This design comes from an exercise in tuning for small area and a short achievable clock period on the open sky130 flow, not from production work.
Where RTL was checked, it was by simulation tests only, not by an equivalence proof against the original.

==> run a <==
==> flow/design.v (excerpt) <==
module iq_demod_lpf
#(
  parameter int IN_W  = iq_demod_pkg::DEF_IN_W,
  parameter int CAR_W = iq_demod_pkg::DEF_CAR_W,
  parameter int DECIM = iq_demod_pkg::DEF_DECIM,
  parameter int OUT_W = iq_demod_pkg::DEF_OUT_W,
  parameter int SHIFT = iq_demod_pkg::DEF_SHIFT
) (
  input  logic                    clk,
  input  logic                    reset_n,
  input  logic                    sample_en,
  input  logic                    sym_start,
  input  logic signed [IN_W-1:0]  y_in,
  input  logic signed [CAR_W-1:0] i_car,
  input  logic signed [CAR_W-1:0] q_car,
  output logic signed [OUT_W-1:0] i_out,
  output logic signed [OUT_W-1:0] q_out,
  output logic                    out_valid,
  output logic                    overflow
);
  localparam int NB = 138;   
  logic [24:0]   ye;
  logic [11:0]   one, two, neg;
  logic [NB-1:0] rows_i, rows_q, prod_i_q, prod_q_q;
  logic          vld_q, sop_q, zero_q, clr_q, out_valid_q, dump, zero_d;
  logic [3:0]    cnt_q;
  logic          ovf_i, ovf_q;
  assign ye = {y_in, 1'b0};
  always_comb begin
    for (int k = 0; k < 12; k++) begin
      one[k] = ye[2*k+1] ^ ye[2*k];
      two[k] = (ye[2*k+2] & ~ye[2*k+1] & ~ye[2*k]) | (~ye[2*k+2] & ye[2*k+1] & ye[2*k]);
      neg[k] = ye[2*k+2];
    end
  end
  iq_mix_tree u_mix_i (.x(i_car), .one(one), .two(two), .neg(neg), .rows_o(rows_i));
  iq_mix_tree u_mix_q (.x(q_car), .one(one), .two(two), .neg(neg), .rows_o(rows_q));
  always_ff @(posedge clk) begin
    prod_i_q <= rows_i;
    prod_q_q <= rows_q;
  end
  always_ff @(posedge clk) begin
    if (!reset_n) begin
      vld_q <= 1'b0;
      sop_q <= 1'b0;
    end else begin
      vld_q <= sample_en;
      sop_q <= sample_en & sym_start;
    end
  end
  ...
Settings: LEC_CHECK=0, ABC_AREA=1, CAP_MARGIN=20, CORE_MARGIN=2, CORE_UTILIZATION=40, PLACE_DENSITY=0.6, SLEW_MARGIN=20; clock period 10.5 ns.
run.sh (not shown) runs the stock make flow with config.mk's settings and CLKGATE_MAP_FILE= SYNTH_SCRIPT=/design/flow/synth_recipe.tcl, a recipe that flattens the netlist after the stock synthesis.
==> run b: changes against run a <==
==> flow/flow/run.sh (new file) <==
#!/bin/bash
set -euo pipefail
bash standard.sh SETUP_SLACK_MARGIN=6 finish > layout.log 2>&1
==> flow/standard.sh (new file) <==
#!/bin/bash
# synth_recipe.tcl (not shown) runs the flow's synth.tcl, then flattens the netlist and writes it again
# the make line also repeats each setting of config.mk as NAME=value (left out here)
make -C /OpenROAD-flow-scripts/flow DESIGN_CONFIG=/design/flow/config.mk WORK_HOME=/design/flow/orfs CLKGATE_MAP_FILE= SYNTH_SCRIPT=/design/flow/synth_recipe.tcl "${@:-finish}"
removed: flow/run.sh
==> run c: changes against run a <==
Settings changed: SETUP_SLACK_MARGIN set to 5.
==> reports/qor.csv <==
stage,metric,value,unit
status,outcome,timing/DRC/antenna clean,
timing,finClkSkew,41.7,ps
grt,gr-usage-all-layers,28.7,%
placement,gp_congestion,0.882,
worst_setup_path,rrSetupSlack,6240,ps
routing,met1_length,58500,µm
The numbers above come from run b.

==> reports/qor.csv <==
stage,metric,value,unit
status,outcome,timing/DRC/antenna clean,
timing,finClkSkew,22.4,ps
routing,met1_length,50200,µm
placement,gp_congestion,0.898,
grt,gr-usage-all-layers,22.8,%
worst_setup_path,rrSetupSlack,5270,ps
The numbers above come from run a.

==> reports/qor.csv <==
stage,metric,value,unit
worst_setup_path,rrSetupSlack,5590,ps
timing,finClkSkew,43.3,ps
status,outcome,timing/DRC/antenna clean,
placement,gp_congestion,0.910,
grt,gr-usage-all-layers,23.6,%
The numbers above come from run c.


* * *

==> inputs of try-onyx <==
iq_demod_lpf, a different RTL version from the one above (not shown whole).
export LEC_CHECK = 0
export ABC_AREA = 1
export CAP_MARGIN = 20
export CORE_MARGIN = 2
export CORE_UTILIZATION = 40
export CTS_BUF_LIST = sky130_fd_sc_hd__clkbuf_8
export CTS_CLUSTER_SIZE = 24
export PLACE_DENSITY = 0.6
export SLEW_MARGIN = 20
create_clock -name core_clock -period 10.5 [get_ports {clk}]
standard.sh (not shown) runs the stock make flow with config.mk's settings and CLKGATE_MAP_FILE= SYNTH_SCRIPT=/design/flow/synth_recipe.tcl, a recipe that flattens the netlist after the stock synthesis.
==> flow/flow/run.sh <==
#!/bin/bash
set -euo pipefail
bash standard.sh SETUP_SLACK_MARGIN=5.8 "BUFFER_PORTS_ARGS=-buffer_cell sky130_fd_sc_hd__buf_2" finish > layout.log 2>&1
==> try-sierra (differences from try-onyx) <==
==> flow/flow/run.sh (replaced) <==
#!/bin/bash
set -euo pipefail
bash standard.sh SETUP_SLACK_MARGIN=5.5 "BUFFER_PORTS_ARGS=-buffer_cell sky130_fd_sc_hd__buf_2" finish > layout.log 2>&1
==> run notes <==
Wire length of the first global-routing pass: try-sierra 199200 um; try-onyx 202200 um
Global Route met1 Usage: try-sierra 32.40%; try-onyx 32.91%
Register cell area after layout: try-sierra 9911 um^2; try-onyx 9951 um^2
Number of post-CTS setup repair buffers: try-sierra 19; try-onyx 66
Comb_multi_in: try-sierra 2761; try-onyx 2758
Outcome: try-sierra finished clean; try-onyx finished clean
Cell area after placement: try-sierra 43410 um^2; try-onyx 43530 um^2
Highest attainable clock frequency: try-sierra 200.8 MHz; try-onyx 207.1 MHz
Worst clock skew: try-sierra 31.13 ps; try-onyx 41.31 ps
Post-CTS resize count: try-sierra 95; try-onyx 258
Proportion of cell area occupied by multi-input gates: try-sierra 59.32%; try-onyx 58.70%
Stages on the worst setup path: try-sierra 13; try-onyx 27
No run of this note included a check of the RTL's function; only the layout flow was run.

## port drivers added, routing unchanged
How much do the figures lean on ideal ports? The routed layouts below were timed once more, with nothing changed but the port constraints.
Step 1, drivers: a clkbuf_16 drives clk and a buf_2 each remaining input, both assumed.
Step 2 times the ports against the registers' clock, not the clock port: input delays grow and output delays shrink by t, the midpoint of the rising clock arrivals with the driver on.
Three values: ideal ports, drivers, drivers and shift; two values: the first two.
run	t, ns	setup WS [ns]	worst slew at a driven data input, ns
run a	0.682	4.230 / 4.273 / 3.591	0.14
run b	0.726	5.583 / 5.597 / 4.871	0.13
run c	0.704	5.044 / 5.091 / 4.387	0.13
try-onyx	0.797	5.672 / 5.672 / 5.024	0.16
try-sierra	0.794	5.521 / 5.566 / 4.773	0.16
After both steps setup and hold are still met in every run listed. The setup slack of try-sierra, which loses most, moves by +0.045 ns with the drivers and by -0.748 ns with both steps.
